This is an optimization exercise on Yosys and OpenROAD, whose aim is small area, a short achievable clock period and few clock cycles, not a production implementation.
Only simulation tests tie the RTL to the original design; equivalence was not proved.

<file path="flow/config.mk">
export PLATFORM = sky130hd
export DESIGN_NAME = ecc_point_add
export DESIGN_NICKNAME = ecc_point_add
export VERILOG_FILES = /design/flow/design.v
export SDC_FILE = /design/flow/constraint.sdc
export NUM_CORES = 4
export LEC_CHECK = 0
export CAP_MARGIN = 20
export CORE_MARGIN = 2
export CORE_UTILIZATION = 40
export PLACE_DENSITY = 0.6
export SETUP_SLACK_MARGIN = 5
export SLEW_MARGIN = 20
</file>
<file path="flow/constraint.sdc">
create_clock -name core_clock -period 10.0 [get_ports {i_clk}]
set_input_delay 2.0000 -clock core_clock [delete_from_list [all_inputs] [get_ports {i_clk}]]
set_output_delay 2.0000 -clock core_clock [all_outputs]
set_load 0.01 [all_outputs]
</file>
<file path="flow/design.v">
package ecc_pkg;
    localparam int MUL_CYCLES = 16;
endpackage
`timescale 1ns/1ps
module ecc_sign7 (
    input  logic [6:0] i_x,
    input  logic [6:0] i_y,
    output logic       o_s
);
    logic [5:0] g0, p0;
    logic [5:0] g1, p1;
    logic [5:0] g2, p2;
    logic       c6;
    assign g0 = i_x[5:0] & i_y[5:0];
    assign p0 = i_x[5:0] | i_y[5:0];
    assign g1[0] = g0[0];
    assign p1[0] = p0[0];
    assign g1[5:1] = g0[5:1] | (p0[5:1] & g0[4:0]);
    assign p1[5:1] = p0[5:1] & p0[4:0];
    assign g2[1:0] = g1[1:0];
    assign p2[1:0] = p1[1:0];
    assign g2[5:2] = g1[5:2] | (p1[5:2] & g1[3:0]);
    assign p2[5:2] = p1[5:2] & p1[3:0];
    assign c6 = g2[5] | (p2[5] & g2[1]);
    assign o_s = i_x[6] ^ i_y[6] ^ c6;
endmodule
module ecc_add7 (
    input  logic [6:0] i_x,
    input  logic [6:0] i_y,
    output logic [6:0] o_s
);
    logic [6:0] g0, p0, h;
    logic [6:0] g1, p1, g2, p2, g3;
    assign g0 = i_x & i_y;
    assign p0 = i_x | i_y;
    assign h  = i_x ^ i_y;
    assign g1[0]   = g0[0];
    assign p1[0]   = p0[0];
    assign g1[6:1] = g0[6:1] | (p0[6:1] & g0[5:0]);
    assign p1[6:1] = p0[6:1] & p0[5:0];
    assign g2[1:0] = g1[1:0];
    assign p2[1:0] = p1[1:0];
    assign g2[6:2] = g1[6:2] | (p1[6:2] & g1[4:0]);
    assign p2[6:2] = p1[6:2] & p1[4:0];
    assign g3[3:0] = g2[3:0];
    assign g3[6:4] = g2[6:4] | (p2[6:4] & g2[2:0]);
    assign o_s = h ^ {g3[5:0], 1'b0};
endmodule
module ecc_csa7 (
    input  logic [6:0] i_x,
    input  logic [6:0] i_y,
    input  logic [6:0] i_z,
    output logic [6:0] o_s,
    output logic [6:0] o_c
);
    assign o_s = i_x ^ i_y ^ i_z;
    assign o_c = {(i_x[5:0] & i_y[5:0]) | (i_x[5:0] & i_z[5:0]) | (i_y[5:0] & i_z[5:0]), 1'b0};
endmodule
module ecc_qsel (
    input  logic [6:0] i_s0,
    input  logic [6:0] i_c0,
    input  logic [6:0] i_s1,
    input  logic [6:0] i_c1,
    input  logic [6:0] i_s2,
    input  logic [6:0] i_c2,
    output logic [1:0] o_q
);
    logic n0, n1, n2;
    ecc_sign7 s0_i (.i_x(i_s0), .i_y(i_c0), .o_s(n0));
    ecc_sign7 s1_i (.i_x(i_s1), .i_y(i_c1), .o_s(n1));
    ecc_sign7 s2_i (.i_x(i_s2), .i_y(i_c2), .o_s(n2));
    always_comb begin
        if (!n2)      o_q = 2'd3;
        else if (!n1) o_q = 2'd2;
        else if (!n0) o_q = 2'd1;
        else          o_q = 2'd0;
    end
endmodule
module ecc_mul_r4 (
    input  logic [31:0] i_p,
    input  logic [33:0] i_zs,
    input  logic [33:0] i_zc,
    input  logic [31:0] i_pp1,
    input  logic [31:0] i_pp0,
    input  logic        i_first,
    input  logic [6:0]  i_e10,
    input  logic [6:0]  i_e11,
    input  logic [6:0]  i_e12,
    input  logic [6:0]  i_e2,
    input  logic [4:0]  i_f1,
    input  logic [3:0]  i_f0,
    output logic [33:0] o_zs,
    output logic [33:0] o_zc
);
    logic [6:0]  npt;
    logic [6:0]  z1t, gs, gc, g;
    logic [6:0]  v1m_h, v1p_h, v1t_h;
    logic [1:0]  q1e, q1, q2;           
    logic [1:0]  q2m, q2z, q2p, q2t, q2f;
    logic [6:0]  ef, efn;
    logic [33:0] v1, v2;
    logic        cin1, cin2;
    logic [33:0] t1s, t1c, t2s, t2c, t3s, t3c, t4s, t4c;
    assign npt = ~{3'b000, i_p[31:28]};
    ecc_add7 z1t_i (.i_x(i_zs[33:27]), .i_y(i_zc[33:27]), .o_s(z1t));
    ecc_qsel q1_i (.i_s0(z1t), .i_c0(i_e10), .i_s1(z1t), .i_c1(i_e11), .i_s2(z1t), .i_c2(i_e12), .o_q(q1e));
    assign q1 = i_first ? 2'd1 : q1e;
    ecc_csa7 e2_i (.i_x(i_zs[32:26]), .i_y(i_zc[32:26]), .i_z(i_e2), .o_s(gs), .o_c(gc));
    ecc_add7 g_i (.i_x(gs), .i_y(gc), .o_s(g));
    assign v1m_h = {2'b00, i_p[31:27]};
    assign v1p_h = {2'b11, ~i_p[31:27]};
    assign v1t_h = {1'b1, ~i_p[31:26]};
    logic [6:0] i_km0, i_km2, i_kp0, i_kp2, i_kt0, i_kt2;
    assign i_km0 = v1m_h + 7'd5;
    assign i_km2 = v1m_h + npt;
    assign i_kp0 = v1p_h + 7'd5;
    assign i_kp2 = v1p_h + npt;
    assign i_kt0 = v1t_h + 7'd5;
    assign i_kt2 = v1t_h + npt;
    ecc_qsel q2m_i (.i_s0(g), .i_c0(i_km0), .i_s1(g), .i_c1(v1m_h), .i_s2(g), .i_c2(i_km2), .o_q(q2m));
    ecc_qsel q2z_i (.i_s0(g), .i_c0(7'd5),  .i_s1(g), .i_c1(7'd0),  .i_s2(g), .i_c2(npt),   .o_q(q2z));
    ecc_qsel q2p_i (.i_s0(g), .i_c0(i_kp0), .i_s1(g), .i_c1(v1p_h), .i_s2(g), .i_c2(i_kp2), .o_q(q2p));
    ecc_qsel q2t_i (.i_s0(g), .i_c0(i_kt0), .i_s1(g), .i_c1(v1t_h), .i_s2(g), .i_c2(i_kt2), .o_q(q2t));
    assign ef  = {2'b00, i_f1} + {3'b000, i_f0};
    assign efn = ef + npt;
    assign q2f = efn[6] ? 2'd2 : 2'd3;
    always_comb begin
        case (q1)
            2'd0:    q2 = q2m;
            2'd1:    q2 = i_first ? q2f : q2z;
            2'd2:    q2 = q2p;
            default: q2 = q2t;
        endcase
    end
    always_comb begin
        case (q1)
            2'd0:    v1 = {1'b0, i_p, 1'b0};
            2'd1:    v1 = '0;
            2'd2:    v1 = ~{1'b0, i_p, 1'b0};
            default: v1 = ~{i_p, 2'b00};
        endcase
        case (q2)
            2'd0:    v2 = {2'b00, i_p};
            2'd1:    v2 = '0;
            2'd2:    v2 = ~{2'b00, i_p};
            default: v2 = ~{1'b0, i_p, 1'b0};
        endcase
    end
    assign cin1 = q1[1];
    assign cin2 = q2[1];
    logic [33:0] x1, x2, x3, x4;
    assign x1 = {i_zs[31:0], 2'b00};
    assign x2 = {i_zc[31:0], 2'b00};
    assign x3 = {1'b0, i_pp1, 1'b0};
    assign x4 = {2'b00, i_pp0};
    assign t1s = x1 ^ x2 ^ x3;
    assign t1c = {(x1[32:0] & x2[32:0]) | (x1[32:0] & x3[32:0]) | (x2[32:0] & x3[32:0]), 1'b0};
    assign t2s = t1s ^ t1c ^ x4;
    assign t2c = {(t1s[32:0] & t1c[32:0]) | (t1s[32:0] & x4[32:0]) | (t1c[32:0] & x4[32:0]), 1'b0};
    assign t3s = t2s ^ t2c ^ v1;
    assign t3c = {(t2s[32:0] & t2c[32:0]) | (t2s[32:0] & v1[32:0]) | (t2c[32:0] & v1[32:0]), cin1};
    assign t4s = t3s ^ t3c ^ v2;
    assign t4c = {(t3s[32:0] & t3c[32:0]) | (t3s[32:0] & v2[32:0]) | (t3c[32:0] & v2[32:0]), cin2};
    assign o_zs = t4s;
    assign o_zc = t4c;
endmodule
module ecc_mod_conv (
    input  logic [31:0] i_p,
    input  logic [33:0] i_u,
    input  logic [33:0] i_w,
    input  logic        i_cin,
    output logic [31:0] o_r
);
    logic [33:0] cs, cc, d0, d1, pp;
    assign pp = {2'b00, i_p};
    assign cs = i_u ^ i_w ^ pp;
    assign cc = {(i_u[32:0] & i_w[32:0]) | (i_u[32:0] & pp[32:0]) | (i_w[32:0] & pp[32:0]), 1'b0};
    assign d0 = i_u + i_w + {33'd0, i_cin};
    assign d1 = cs + cc + {33'd0, i_cin};
    assign o_r = d0[33] ? d1[31:0] : d0[31:0];
endmodule
`timescale 1ns/1ps
module ecc_point_add #(
    parameter int WIDTH = 32
) (
    input  logic             i_clk,
    input  logic             i_rst_n,
    input  logic             i_start,
    input  logic [WIDTH-1:0] i_p,
    input  logic [WIDTH-1:0] i_x1,
    input  logic [WIDTH-1:0] i_y1,
    input  logic [WIDTH-1:0] i_x2,
    input  logic [WIDTH-1:0] i_y2,
    output logic [WIDTH-1:0] o_x3,
    output logic [WIDTH-1:0] o_y3,
    output logic [WIDTH-1:0] o_z3,
    output logic             o_done
);
    localparam int NF = 26;
    localparam int F_SUBH   = 0;    
    localparam int F_SUBR   = 1;    
    localparam int F_M1L1   = 2;    
    localparam int F_M2L1   = 3;    
    localparam int F_CV1HH  = 4;    
    localparam int F_CV2RR  = 5;    
    localparam int F_M1L2   = 6;    
    localparam int F_M2L2   = 7;    
    localparam int F_CV1HHH = 8;    
    localparam int F_CV2V   = 9;    
    localparam int F_M1L3   = 10;   
    localparam int F_S36    = 11;   
    localparam int F_S37    = 12;   
    localparam int F_S39    = 13;   
    localparam int F_M2L3   = 14;   
    localparam int F_CV1W   = 15;   
    localparam int F_CV2RT  = 16;   
    localparam int F_FIN    = 17;   
    localparam int F_DSH    = 18;   
    localparam int F_DX     = 19;   
    localparam int F_DY     = 20;   
    localparam int F_DH     = 21;   
    localparam int F_M1     = 22;   
    localparam int F_M2     = 23;   
    localparam int F_M1F    = 24;   
    localparam int F_M2F    = 25;   
    function automatic logic [NF-1:0] decode(input logic [5:0] tt);
        logic [NF-1:0] f;
        f = '0;
        f[F_SUBH]   = (tt == 6'd0);
        f[F_SUBR]   = (tt == 6'd1);
        f[F_M1L1]   = (tt >= 6'd1)  && (tt <= 6'd16);
        f[F_M2L1]   = (tt >= 6'd2)  && (tt <= 6'd17);
        f[F_CV1HH]  = (tt == 6'd17);
        f[F_CV2RR]  = (tt == 6'd18);
        f[F_M1L2]   = (tt >= 6'd18) && (tt <= 6'd33);
        f[F_M2L2]   = (tt >= 6'd19) && (tt <= 6'd34);
        f[F_CV1HHH] = (tt == 6'd34);
        f[F_CV2V]   = (tt == 6'd35);
        f[F_M1L3]   = (tt >= 6'd35) && (tt <= 6'd50);
        f[F_S36]    = (tt == 6'd36);
        f[F_S37]    = (tt == 6'd37) || (tt == 6'd38);
        f[F_S39]    = (tt == 6'd39);
        f[F_M2L3]   = (tt >= 6'd40) && (tt <= 6'd55);
        f[F_CV1W]   = (tt == 6'd51);
        f[F_CV2RT]  = (tt == 6'd56);
        f[F_FIN]    = (tt == 6'd57);
        f[F_M1F]    = (tt == 6'd1) || (tt == 6'd18) || (tt == 6'd35);
        f[F_M2F]    = (tt == 6'd2) || (tt == 6'd19) || (tt == 6'd40);
        f[F_M1]     = f[F_M1L1] | f[F_M1L2] | f[F_M1L3];
        f[F_M2]     = f[F_M2L1] | f[F_M2L2] | f[F_M2L3];
        decode = f;
    endfunction
    logic          start_d, busy, done_q, dn;
    logic [5:0]    t;
    logic [1:0]    dph;
    logic [NF-1:0] f;
    logic          accept, stall, finish;
    logic          busy_n, dn_n;
    logic [5:0]    t_n;
    logic [1:0]    dph_n;
    logic [NF-1:0] f_n;
    logic [31:0] p_q, x1_q, y1_q, h_q, r_q, x3_q, y3_q;
    logic [33:0] zs1_q, zc1_q, zs2_q, zc2_q;
    assign accept = i_start & ~start_d & ~busy;
    assign stall  = f[F_SUBR] & ~p_q[31];
    assign finish = (f[F_FIN] | f[F_DH]) & p_q[0];
    always_comb begin
        busy_n = busy;
        dn_n   = dn;
        t_n    = t;
        dph_n  = dph;
        if (accept) begin
            busy_n = 1'b1;
            dn_n   = 1'b0;
            t_n    = '0;
        end else if (busy) begin
            if (finish) begin
                busy_n = 1'b0;
                dn_n   = 1'b0;
            end else if (f[F_FIN] | dn) begin
                dn_n  = 1'b1;
                dph_n = (f[F_FIN] | f[F_DH]) ? 2'd0 : dph + 2'd1;
            end else if (!stall) begin
                t_n = t + 6'd1;
            end
        end
        f_n = '0;
        if (busy_n && !dn_n) f_n = decode(t_n);
        if (busy_n && dn_n) begin
            f_n[F_DSH] = (dph_n == 2'd0);
            f_n[F_DX]  = (dph_n == 2'd1);
            f_n[F_DY]  = (dph_n == 2'd2);
            f_n[F_DH]  = (dph_n == 2'd3);
        end
    end
    always_ff @(posedge i_clk or negedge i_rst_n) begin
        if (!i_rst_n) begin
            start_d <= 1'b0;
            busy    <= 1'b0;
            dn      <= 1'b0;
            done_q  <= 1'b0;
            t       <= '0;
            dph     <= '0;
            f       <= '0;
        end else begin
            start_d <= i_start;
            busy    <= busy_n;
            dn      <= dn_n;
            t       <= t_n;
            dph     <= dph_n;
            f       <= f_n;
            if (accept)      done_q <= 1'b0;
            else if (finish) done_q <= 1'b1;
        end
    end
    logic        go;
    logic [31:0] cv_r;
    logic [31:0] x3_d, h_d, y1_d, y3_d, x1_d, r_d;
    assign go = ~stall;
    always_comb begin
        x3_d = x3_q;
        if (f[F_SUBH] | f[F_CV1HH] | f[F_CV1HHH] | f[F_DX]) x3_d = cv_r;
        else if (f[F_M1L1] & go)                           x3_d = {x3_q[29:0], 2'b00};
        else if (f[F_FIN])                                 x3_d = y3_q;
        h_d = h_q;
        if (f[F_SUBH] | f[F_DH]) h_d = cv_r;
        else if (f[F_M1L2])      h_d = {h_q[29:0], h_q[31:30]};
        y3_d = y3_q;
        if ((f[F_SUBR] & go) | f[F_CV2RR] | f[F_S36] | f[F_S37] | f[F_FIN] | f[F_DY]) y3_d = cv_r;
        else if (f[F_M2L1])                                                          y3_d = {y3_q[29:0], 2'b00};
        r_d = r_q;
        if (f[F_SUBR] & go)  r_d = cv_r;
        else if (f[F_M2L3])  r_d = {r_q[29:0], 2'b00};
        if (!busy) begin
            x1_d = i_x1;
            y1_d = i_y1;
        end else begin
            x1_d = x1_q;
            if (f[F_CV2V] | f[F_S39] | f[F_CV2RT]) x1_d = cv_r;
            else if (f[F_M2L2])                    x1_d = {x1_q[29:0], 2'b00};
            y1_d = y1_q;
            if (f[F_CV1W])      y1_d = cv_r;
            else if (f[F_M1L3]) y1_d = {y1_q[29:0], 2'b00};
        end
    end
    logic        g1h_hi, g1x_hi, g1h_lo, g1x_lo;
    logic        g2r_hi, g2x_hi, g2a_hi, g2r_lo, g2x_lo, g2a_lo;
    logic [31:0] m1_pp1, m1_pp0, m2_pp1, m2_pp0;
    logic [33:0] m1_zs, m1_zc, m2_zs, m2_zc;
    always_ff @(posedge i_clk or negedge i_rst_n) begin
        if (!i_rst_n) begin
            g1h_hi <= 1'b0; g1x_hi <= 1'b0; g1h_lo <= 1'b0; g1x_lo <= 1'b0;
            g2r_hi <= 1'b0; g2x_hi <= 1'b0; g2a_hi <= 1'b0;
            g2r_lo <= 1'b0; g2x_lo <= 1'b0; g2a_lo <= 1'b0;
        end else begin
            g1h_hi <= f_n[F_M1L1] & x3_d[31];
            g1h_lo <= f_n[F_M1L1] & x3_d[30];
            g1x_hi <= (f_n[F_M1L2] & h_d[31]) | (f_n[F_M1L3] & y1_d[31]);
            g1x_lo <= (f_n[F_M1L2] & h_d[30]) | (f_n[F_M1L3] & y1_d[30]);
            g2r_hi <= f_n[F_M2L1] & y3_d[31];
            g2r_lo <= f_n[F_M2L1] & y3_d[30];
            g2x_hi <= f_n[F_M2L2] & x1_d[31];
            g2x_lo <= f_n[F_M2L2] & x1_d[30];
            g2a_hi <= f_n[F_M2L3] & r_d[31];
            g2a_lo <= f_n[F_M2L3] & r_d[30];
        end
    end
    logic [4:0] a1t, a2t;
    logic [3:0] b1s, b2s;
    logic [6:0] npt;
    logic [6:0] e1_10, e1_11, e1_12, e1_2, e2_10, e2_11, e2_12, e2_2;
    logic [6:0] e1_10d, e1_11d, e1_12d, e1_2d, e2_10d, e2_11d, e2_12d, e2_2d;
    assign npt = ~{3'b000, p_q[31:28]};
    always_comb begin
        a1t = f[F_M1L1] ? h_q[31:27] : x3_q[31:27];
        if (f[F_M1L1])      b1s = x3_q[31:28];
        else if (f[F_M1L2]) b1s = h_q[31:28];
        else                b1s = y1_q[31:28];
        if (f[F_M2L1]) begin
            a2t = r_q[31:27];
            b2s = y3_q[31:28];
        end else if (f[F_M2L2]) begin
            a2t = x3_q[31:27];
            b2s = x1_q[31:28];
        end else begin
            a2t = x1_q[31:27];
            b2s = r_q[31:28];
        end
        e1_11d = {3'b000, a1t[4:1] & {4{b1s[1]}}};
        e1_10d = e1_11d + 7'd5;
        e1_12d = e1_11d + npt;
        e1_2d  = {2'b00, a1t & {5{b1s[1]}}} + {3'b000, a1t[4:1] & {4{b1s[0]}}};
        e2_11d = {3'b000, a2t[4:1] & {4{b2s[1]}}};
        e2_10d = e2_11d + 7'd5;
        e2_12d = e2_11d + npt;
        e2_2d  = {2'b00, a2t & {5{b2s[1]}}} + {3'b000, a2t[4:1] & {4{b2s[0]}}};
    end
    always_ff @(posedge i_clk) begin
        e1_10 <= e1_10d;
        e1_11 <= e1_11d;
        e1_12 <= e1_12d;
        e1_2  <= e1_2d;
        e2_10 <= e2_10d;
        e2_11 <= e2_11d;
        e2_12 <= e2_12d;
        e2_2  <= e2_2d;
    end
    assign m1_pp1 = ({32{g1h_hi}} & h_q) | ({32{g1x_hi}} & x3_q);
    assign m1_pp0 = ({32{g1h_lo}} & h_q) | ({32{g1x_lo}} & x3_q);
    assign m2_pp1 = ({32{g2r_hi}} & r_q) | ({32{g2x_hi}} & x3_q) | ({32{g2a_hi}} & x1_q);
    assign m2_pp0 = ({32{g2r_lo}} & r_q) | ({32{g2x_lo}} & x3_q) | ({32{g2a_lo}} & x1_q);
    ecc_mul_r4 mul1_i (
        .i_p     (p_q),
        .i_zs    (zs1_q),
        .i_zc    (zc1_q),
        .i_pp1   (m1_pp1),
        .i_pp0   (m1_pp0),
        .i_first (f[F_M1F]),
        .i_e10   (e1_10),
        .i_e11   (e1_11),
        .i_e12   (e1_12),
        .i_e2    (e1_2),
        .i_f1    (a1t & {5{b1s[3]}}),
        .i_f0    (a1t[4:1] & {4{b1s[2]}}),
        .o_zs    (m1_zs),
        .o_zc    (m1_zc)
    );
    ecc_mul_r4 mul2_i (
        .i_p     (p_q),
        .i_zs    (zs2_q),
        .i_zc    (zc2_q),
        .i_pp1   (m2_pp1),
        .i_pp0   (m2_pp0),
        .i_first (f[F_M2F]),
        .i_e10   (e2_10),
        .i_e11   (e2_11),
        .i_e12   (e2_12),
        .i_e2    (e2_2),
        .i_f1    (a2t & {5{b2s[3]}}),
        .i_f0    (a2t[4:1] & {4{b2s[2]}}),
        .o_zs    (m2_zs),
        .o_zc    (m2_zc)
    );
    logic [33:0] cv_u, cv_w;
    logic        cv_cin;
    logic [5:0] cs_u, cs_u_n;
    logic [6:0] cs_w, cs_w_n;
    logic       cs_c, cs_c_n;
    always_comb begin
        cs_u_n = '0;
        cs_w_n = '0;
        cs_c_n = 1'b1;
        if (f_n[F_SUBH]) begin
            cs_u_n[0] = 1'b1; cs_w_n[0] = 1'b1;
        end else if (f_n[F_SUBR]) begin
            cs_u_n[1] = 1'b1; cs_w_n[1] = 1'b1;
        end else if (f_n[F_CV1HH] | f_n[F_CV1HHH] | f_n[F_CV1W]) begin
            cs_u_n[0] = 1'b1; cs_w_n[2] = 1'b1; cs_c_n = 1'b0;
        end else if (f_n[F_CV2RR] | f_n[F_CV2V] | f_n[F_CV2RT]) begin
            cs_u_n[1] = 1'b1; cs_w_n[3] = 1'b1; cs_c_n = 1'b0;
        end else if (f_n[F_S36]) begin
            cs_u_n[2] = 1'b1; cs_w_n[4] = 1'b1;
        end else if (f_n[F_S37]) begin
            cs_u_n[2] = 1'b1; cs_w_n[0] = 1'b1;
        end else if (f_n[F_S39]) begin
            cs_u_n[3] = 1'b1; cs_w_n[5] = 1'b1;
        end else if (f_n[F_DX]) begin
            cs_u_n[4] = 1'b1; cs_w_n[6] = 1'b1;
        end else if (f_n[F_DY]) begin
            cs_u_n[2] = 1'b1; cs_w_n[6] = 1'b1;
        end else if (f_n[F_DH]) begin
            cs_u_n[5] = 1'b1; cs_w_n[6] = 1'b1;
        end else begin
            cs_u_n[3] = 1'b1; cs_w_n[1] = 1'b1;
        end
    end
    always_ff @(posedge i_clk or negedge i_rst_n) begin
        if (!i_rst_n) begin
            cs_u <= '0;
            cs_w <= '0;
            cs_c <= 1'b0;
        end else begin
            cs_u <= cs_u_n;
            cs_w <= cs_w_n;
            cs_c <= cs_c_n;
        end
    end
    assign cv_u = ({34{cs_u[0]}} & zs1_q)
                | ({34{cs_u[1]}} & zs2_q)
                | ({34{cs_u[2]}} & {2'b00, y3_q})
                | ({34{cs_u[3]}} & {2'b00, x1_q})
                | ({34{cs_u[4]}} & {2'b00, x3_q})
                | ({34{cs_u[5]}} & {2'b00, h_q});
    assign cv_w = ({34{cs_w[0]}} & ~{2'b00, x1_q})
                | ({34{cs_w[1]}} & ~{2'b00, y1_q})
                | ({34{cs_w[2]}} & zc1_q)
                | ({34{cs_w[3]}} & zc2_q)
                | ({34{cs_w[4]}} & ~{2'b00, x3_q})
                | ({34{cs_w[5]}} & ~{2'b00, y3_q})
                | ({34{cs_w[6]}} & ~{2'b00, p_q});
    assign cv_cin = cs_c;
    ecc_mod_conv conv_i (
        .i_p   (p_q),
        .i_u   (cv_u),
        .i_w   (cv_w),
        .i_cin (cv_cin),
        .o_r   (cv_r)
    );
    always_ff @(posedge i_clk) begin
        x1_q <= x1_d;
        y1_q <= y1_d;
        if (!busy) begin
            p_q   <= i_p;
            zs1_q <= {2'b00, i_x2};
            zc1_q <= '0;
            zs2_q <= {2'b00, i_y2};
            zc2_q <= '0;
        end else begin
            if (stall)           p_q <= {p_q[30:0], 1'b0};
            else if (f[F_DSH])   p_q <= {1'b0, p_q[31:1]};
            if (f[F_SUBH] | f[F_CV1HH] | f[F_CV1HHH] | f[F_CV1W]) begin
                zs1_q <= '0;
                zc1_q <= '0;
            end else if (f[F_M1] & go) begin
                zs1_q <= m1_zs;
                zc1_q <= m1_zc;
            end
            if ((f[F_SUBR] & go) | f[F_CV2RR] | f[F_CV2V] | f[F_CV2RT]) begin
                zs2_q <= '0;
                zc2_q <= '0;
            end else if (f[F_M2]) begin
                zs2_q <= m2_zs;
                zc2_q <= m2_zc;
            end
        end
        if (busy) begin
            h_q  <= h_d;
            r_q  <= r_d;
            x3_q <= x3_d;
            y3_q <= y3_d;
        end
    end
    assign o_x3   = x3_q;
    assign o_y3   = y3_q;
    assign o_z3   = h_q;
    assign o_done = done_q;
endmodule
</file>
<file path="flow/flow/run.sh">
#!/bin/bash
# Standard layout (the standard.sh: synthesis, floorplan, place, CTS,
# route, finish), with gate resizing not held to each cell's footprint.
set -euo pipefail
bash standard.sh MATCH_CELL_FOOTPRINT=0 finish > standard_make.log 2>&1
</file>
<file path="flow/standard.sh">
#!/bin/bash
# synth_recipe.tcl (not shown) runs the flow's synth.tcl, then flattens the netlist and writes it again
# the make line also repeats each setting of config.mk as NAME=value (left out here)
make -C /OpenROAD-flow-scripts/flow DESIGN_CONFIG=/design/flow/config.mk WORK_HOME=/design/flow/orfs CLKGATE_MAP_FILE= SYNTH_SCRIPT=/design/flow/synth_recipe.tcl "${@:-finish}"
</file>
==> metrics.md, run 1 <==
| Metric | Value |
|---|---|
| CTS tree | `yes` |
| Total Wirelength | `202000 microns` |
| CP Launch Point | `f[3]$_DFF_PN0_` |
| Post-DRT Antenna Nets | `0` |
| CTS Buffer Depth | `3` |
| Die area | `105000 sq um` |
| Post-route insts no fill | `6060` |
| RSZ-0062 raised after global routing | `true` |
| Hold Path Origin | `done_q$_DFFE_PN0P_` |
| Total track usage | `37.2%` |
| Fin Setup TNS | `0 ns` |
| Initial core utilization | `40.3%` |
| # setup viols final | `0` |
| Crit path launch type | `flip-flop` |
| Clock Skews | `0.0397 ns` |
| I/O pins | `260` |
| Status | `complete, no violations` |
| Post-synth top flop | `edfxtp_1` |
| Crit-path slowest cell | `fa_1` |
| Post-synth EDFFs | `284` |
| Crit. End Element | `flip-flop` |
| Most used cell, CP | `buf_4` |
| Post-Syn Area per Cell | `9.48 sq um` |
| Core Box Area | `102000 sq um` |
| R2R Path End | `zs2_q[0]$_DFFE_PP_` |
| H-tree depth | `2` |
| R2R Setup Slk | `4.49 ns` |
| Root buffer cell | `clkbuf_16` |
| Worst path cell trace | `buf_4, nor2_1, a21oi_1, nor2_1, ha_1, fa_1, ha_1, a31oi_1, nor2b_1, o21ai_0, o31ai_1, o41ai_1, buf_4, nand4_1, buf_4, o32a_4, buf_12, nor2b_4, xnor2_2, fa_2, o2bb2ai_1` |
| Total global routing overflow | `0` |
| FP Rows | `117` |
| First-pass GRT wire length | `279000 microns` |
| Hold Path Sink | `done_q$_DFFE_PN0P_` |
| Maximum fanout along the worst path | `49` |
| Synth async-reset ratio | `13.4%` |
| Hold Crit Class | `reg2reg` |
| First-pass iteration count of the detailed router | `9` |
| Synth warn | `3` |
| Synthesis-to-layout area growth | `25.7%` |
| CTS sink count | `464` |
| Sequential fraction of the synthesis area | `30.3%` |
| Hold-fix buffers at CTS | `0` |
| Worst EP required | `10.39 ns` |
| RePlAce Congestion | `1.03` |
| Clk Latency, worst-skew pair | `0.69 ns` |
| Worst Reg-to-Reg Cells | `21` |
| Share of cells above drive strength 1 | `18.7%` |
| Die Width | `324 microns` |
| Bufs and invs on worst path | `4` |
| Final period utilization | `55.1%` |
| Syn Inst Count | `4326` |
| Cells after DPL | `5764` |
| Slew @ Worst Pin | `1.19 ns` |
| Pre-CTS setup slack | `3.21 ns` |
| Slew margin rel. | `20.9%` |
| Max Fclk | `182 MHz` |
| Drt wl/cell | `33.3 microns` |
| Final setup margin | `4.49 ns` |
| Layout Utilization | `50.7%` |
| Num CTS Buffers | `57` |
| Filler cells | `9402` |
| WP data arrival | `5.89 ns` |
| Initial antenna violation count | `8` |
| Number of library cell types mapped by synthesis | `90` |
| Kind of critical path | `reg2reg` |
| Max stage delay on crit path | `0.56 ns` |
| First DRT Iteration DRCs | `6284` |
| Max-Cap Viols | `0` |
| Mapped Area | `41000 sq um` |
| Yosys reg bits | `464` |
| Reg2reg start | `f[3]$_DFF_PN0_` |
| Nets | `5277` |
| Worst-path clk slew | `0.06 ns` |
| FF+latch area | `12500 sq um` |
| Residual DRC | `0` |
| IO buf count | `259` |
| Multi-input gate area | `28300 sq um` |
| Hold Fails Final Rpt | `0` |
| Vias | `40.0k` |
| Worst Hold Path Cells | `2` |
| Chip height | `324 microns` |
| CP top delay family | `adder cells` |
| Max-slew violations | `0` |
| Largest net degree at the start of global routing | `70` |
| Detailed placement HPWL | `143000 microns` |
| Min cycle time layout | `5.51 ns` |
| Number of global-route vias before repair | `37.9k` |
| Avg Vias per Cell | `6.61` |
==> timing repair <==
action / CTS / global route
cloned: 25 / 6
resized for setup: 388 / 229
setup endpoints to repair: 338 / 329
pin swaps: 205 / 108
setup buffers: 86 / 64
==> per-stage QoR <==
step / hold WS [ns] / instance area [sq um]
6_report: 0.517 / 51600
5_1_grt: 0.547 / 51600
4_1_cts: 0.520 / 49800
3_5_place_dp: 0.499 / 45200
3_3_place_gp: 0.500 / 45200
2_1_floorplan: 0.481 / 41100
==> placed cells by master, fill, tap and decap left out, types with 87 or more instances in the layout <==
master	count
a21oi_1	340
buf_4	219
edfxtp_1	284
nor2_1	279
o21ai_0	114
nand2_1	200
clkdlybuf4s50_1	258
o22a_1	87
inv_1	346
xnor2_1	174
dfxtp_1	113
a22oi_1	137
ha_1	146
fa_1	230
nand3_1	108
==> routing by layer <==
metal  track usage (%)  vias to the layer above  wire [microns]
met1              52.2                    20100           80000
met2              51.6                     2989           81100
met4              11.9                        6            8530
li1                  -                    16500               -
met5                 0                        -              27
met3              15.5                      468           32100
==> kinds of logic after synthesis <==
kind of cell               synth area share [%]
DFF                                        30.3
AOI/OAI and AO/OA                          24.3
and+or+nand+nor                            10.2
buffers and inverters                      6.38
adders and majority gates                  21.5
muxes                                      2.25
xor gates and xnor gates                   5.02
==> layout make-up <==
cell class / count / share of cell area (%)
Antenna cell: 6 / 0.0291
Clock buffer: 76 / 3.18
Clock inverter: 30 / 0.475
Inverter: 373 / 2.85
Multi-Input combinational cell: 3186 / 55.0
Sequential cell: 464 / 24.2
Tap cell: 1368 / 3.32
Timing Repair Buffer: 554 / 10.9
Timing Repair inverter: 3 / 0.0703
==> worst min-delay path: cells and delay by family, from the launching register on <==
kind | cells | cell delay, ns
and+or+nand+nor | 1 | 0.08
AOI/OAI and AO/OA | 1 | 0.04
DFF | 1 | 0.35
==> worst max-delay path by stage <==
stage                                endpoint  slack, ns  cells after the start
after floorplan            zs1_q[2]$_DFFE_PP_       4.85                     20
after global placement     zs2_q[9]$_DFFE_PP_       3.30                     19
after detailed placement  zs2_q[31]$_DFFE_PP_       3.21                     19
after CTS                  zs1_q[2]$_DFFE_PP_       4.48                     21
after global routing      zs1_q[27]$_DFFE_PP_       4.34                     21
final                      zs2_q[0]$_DFFE_PP_       4.49                     21
==> cells in the mapped netlist, types with 75 or more instances <==
master	instances	area, sq um
nand2_1	208	781
fa_1	307	6150
inv_1	365	1370
clkbuf_1	262	983
o21ai_0	154	771
o22ai_1	75	469
mux2i_1	83	831
edfxtp_1	284	8530
a211oi_1	97	728
a21oi_1	362	1810
a21o_1	82	616
nand3_1	113	566
o22a_1	87	762
ha_1	168	2100
dfxtp_1	118	2360
a22oi_1	161	1210
nor2_1	290	1090
xnor2_1	191	1670
==> registers in the layout, indices dropped and copies added (netlist names), 26 cells and up <==
signal  count
h_q        32
y1_q       32
p_q        32
zc1_q      34
zs1_q      34
x1_q       32
zs2_q      34
x3_q       32
y3_q       32
f          26
r_q        32
zc2_q      34
Testbench counts, summed over its fixed seeds: cycles 11,328.
==> run 2: changes to the inputs <==
--- a/flow/config.mk
+++ b/flow/config.mk
@@ -11,3 +11,5 @@
 export PLACE_DENSITY = 0.6
 export SETUP_SLACK_MARGIN = 5
 export SLEW_MARGIN = 20
+export SYNTH_HIERARCHICAL = 1
+export SYNTH_MINIMUM_KEEP_SIZE = 0
==> metrics.md, run 2 <==
| Metric | Value |
|---|---|
| Status | `complete, no violations` |
| Total track usage | `36.2%` |
| Core Box Area | `111000 sq um` |
| Post-route insts no fill | `7174` |
| I/O pins | `260` |
| CTS sink count | `464` |
| Nets | `6297` |
| Post-place instance area | `49500 sq um` |
| Max-Cap Viols | `0` |
| Clock Skews | `0.0206 ns` |
| Max Fclk | `181 MHz` |
| Max stage delay on crit path | `0.60 ns` |
| Fin Setup TNS | `0 ns` |
| Hold Crit Class | `reg2reg` |
| R2R Path End | `zs2_q[24]$_DFFE_PP_` |
| Share of cells above drive strength 1 | `21.1%` |
| Residual DRC | `0` |
| Reg2reg start | `zs2_q[27]$_DFFE_PP_` |
| Most common cell after layout, fill and taps aside | `inv_1` |
| Synth area leaders | `edfxtp_1 19%, fa_1 14%, dfxtp_1 5.3%` |
| H-tree depth | `2` |
| # setup viols final | `0` |
| Syn Inst Count | `5087` |
| Simple logic cell fraction of the synthesized area | `15.3%` |
| FP Rows | `122` |
| Worst EP required | `10.45 ns` |
| Hold Fails Final Rpt | `0` |
| Top cell types by occurrence after synthesis | `561 x inv_1, 522 x nand2_1, 475 x nor2_1` |
| Total global routing overflow | `0` |
| Mapped Area | `45000 sq um` |
| CP Launch Point | `zs2_q[27]$_DFFE_PP_` |
| Yosys reg bits | `464` |
| Sequential fraction of the synthesis area | `27.7%` |
| Pre-CTS setup slack | `3.09 ns` |
| Crit-path slowest cell | `fa_2` |
| Yosys top cell by area | `edfxtp_1` |
| IO buf count | `259` |
| Num CTS Buffers | `58` |
| Number of library cell types mapped by synthesis | `104` |
| R2R Setup Slk | `4.47 ns` |
| Synth warn | `9` |
| Slew margin rel. | `19.6%` |
| CTS tree | `yes` |
| Final setup margin | `4.47 ns` |
| Die area | `115000 sq um` |
| Filler cells | `10.0k` |
| Worst path cell trace | `buf_6, fa_2, fa_2, nor2b_4, nor2_4, o21bai_4, xor2_4, buf_6, clkbuf_16, a31oi_4, nor2_2, a21oi_2, xnor2_1, nand2_1, mux4_2, buf_6, nor2_8, buf_12, o21a_4, buf_12, a221o_1, fa_2, a22o_1` |
| First DRT Iteration DRCs | `7756` |
| First-pass GRT wire length | `305000 microns` |
| Post-route cell area | `58600 sq um` |
| Mux share of post-synthesis cell area | `3.60%` |
| Worst-path clk slew | `0.07 ns` |
| Die Width | `339 microns` |
| Final period utilization | `55.3%` |
| Synth Area in XOR/XNOR | `4.45%` |
| Chip height | `339 microns` |
| CTS Buffer Depth | `3` |
| Clk Latency, worst-skew pair | `0.69 ns` |
| Avg Vias per Cell | `6.39` |
| Post-synth EDFFs | `284` |
| Crit. End Element | `flip-flop` |
| Hold-fix buffers at CTS | `0` |
| Kind of critical path | `reg2reg` |
| Number of global-route vias before repair | `43.0k` |
| Post-Syn Area per Cell | `8.84 sq um` |
| Largest net degree at the start of global routing | `79` |
| Post-synth top flop | `edfxtp_1` |
| Adder-Cell Fraction of Synth Area | `19.1%` |
| Worst Reg-to-Reg Cells | `23` |
| Synthesis-to-layout area growth | `30.4%` |
| Area share of the largest cell type after synthesis | `19.0%` |
| Total Wirelength | `221000 microns` |
| First-pass iteration count of the detailed router | `10` |
| RSZ-0062 raised after global routing | `true` |
| RePlAce Congestion | `0.994` |
| Maximum fanout along the worst path | `9` |
| Vias | `45.8k` |
| Largest family of logic cells by synthesized area | `compound AO/OA/AOI/OAI gates` |
| Cells after DPL | `6729` |
| Hold slack | `0.492 ns` |
| Initial core utilization | `40.5%` |
| Max-slew violations | `0` |
| Min cycle time layout | `5.53 ns` |
| Crit path launch type | `flip-flop` |
| Slew @ Worst Pin | `1.21 ns` |
| Synth async-reset ratio | `13.4%` |
| Initial antenna violation count | `5` |
| Count leader, synth | `inv_1` |
| Post-DRT Antenna Nets | `0` |
| Detailed placement HPWL | `142000 microns` |
| Drt wl/cell | `30.8 microns` |
| Synth Area in Compound Gates | `21.9%` |
| WP data arrival | `5.99 ns` |
| Highest-count cells in the layout ignoring fill and taps | `543 x inv_1, 486 x nand2_1, 440 x nor2_1` |
| Layout Utilization | `52.8%` |
| Crit path capture | `zs2_q[24]$_DFFE_PP_` |
| Root buffer cell | `clkbuf_16` |
[run 2: changes by cell type after synthesis, moves of 47 or more]
cell,delta
a211oi_1,-56
a21oi_1,-102
a221o_1,+54
a22o_1,+82
a31oi_1,+68
inv_1,+196
mux2i_1,+59
nand2_1,+314
nor2_1,+185
nor4_1,+61
o22a_1,-82
o2bb2ai_1,-65
or2_2,+47
xnor2_1,-56
[run 2: final cells by class]
class | instances | area [sq um] | area share [%]
tap | 1488 | 1860 | 3.18
timing repair buffer | 680 | 7430 | 12.7
sequential | 464 | 12500 | 21.3
clock inverter | 36 | 429 | 0.732
inverter | 565 | 2170 | 3.70
clock buffer | 73 | 1600 | 2.73
multi-input combinational | 3867 | 32600 | 55.7
antenna | 1 | 2.50 | 0.00427
[run 2: repair_timing]
item	in CTS	in global routing
resized for setup	361	374
cloned	38	13
setup buffers	187	96
setup endpoints to repair	338	324
pin swaps	124	124
[run 2: per-module statistics from Yosys (local to each module, per instance), excerpt]
module         cells inside  times used
ecc_add7                 53           4
ecc_qsel                  3          10
ecc_point_add          2570           1
ecc_mul_r4              637           2
ecc_sign7                15          30
ecc_mod_conv            533           1
[run 2: cell families after synthesis]
family	after synthesis
and+or+nand+nor	1498
adders and majority gates	498
other	7
muxes	153
AOI/OAI and AO/OA	1368
DFF	464
xor gates and xnor gates	221
buffers and inverters	878
[run 2: worst min-delay path by stage]
stage	end	start	slack [ns]	cells after the start
3_5_place_dp	f[20]$_DFF_PN0_	dph[1]$_DFF_PN0_	0.47	1
4_1_cts	zs1_q[33]$_SDFFE_PP0P_	zs1_q[33]$_SDFFE_PP0P_	0.49	2
2_1_floorplan	f[20]$_DFF_PN0_	dph[1]$_DFF_PN0_	0.43	1
5_1_grt	zc1_q[3]$_SDFFE_PP0P_	zc1_q[3]$_SDFFE_PP0P_	0.52	2
3_3_place_gp	f[20]$_DFF_PN0_	dph[1]$_DFF_PN0_	0.47	1
6_report	zs1_q[33]$_SDFFE_PP0P_	zs1_q[33]$_SDFFE_PP0P_	0.49	2
[run 2: per-layer routing]
metal  vias up  global-route usage (%)  routed length (microns)
li1      19100                       -                        -
met5         -                   0.817                      131
met2      3771                    50.2                    87900
met1     22200                    48.5                    83500
met3       811                    14.6                    35600
met4        10                    17.7                    14000
[run 2: worst max-delay path, delay by kind of cell (launching register included)]
| family | cells | cell delay, ns |
|---|---|---|
| fa+ha+maj | 3 | 1.29 |
| flops | 1 | 0.46 |
| simple gates | 5 | 0.72 |
| compound gates | 6 | 0.89 |
| buf+inv | 6 | 0.91 |
| xor+xnor | 2 | 0.48 |
| mux | 1 | 0.54 |

-- what the ideal ports hide --
How much do the figures lean on ideal ports? The routed layouts below were timed once more, with nothing changed but the port constraints. Step 1, drivers: a clkbuf_16 drives i_clk and a buf_2 each remaining input, both assumed. Step 2 times the ports against the registers' clock, not the clock port: input delays grow and output delays shrink by t, the midpoint of the rising clock arrivals with the driver on. Slacks: ideal ports / drivers / drivers and shift; pairs: ideal ports / drivers.
run	t (ns)	slack for setup (ns)	hold slack, ns	slew at the worst register clock pin (ns)	worst slew at a driven data input, ns
run 1	0.744	4.492 / 4.492 / 4.492	0.517 / 0.517 / 0.517	0.07 / 0.07	0.11
run 2	0.754	4.465 / 4.465 / 4.465	0.492 / 0.492 / 0.492	0.07 / 0.07	0.06
After both steps every run listed still meets setup and hold.
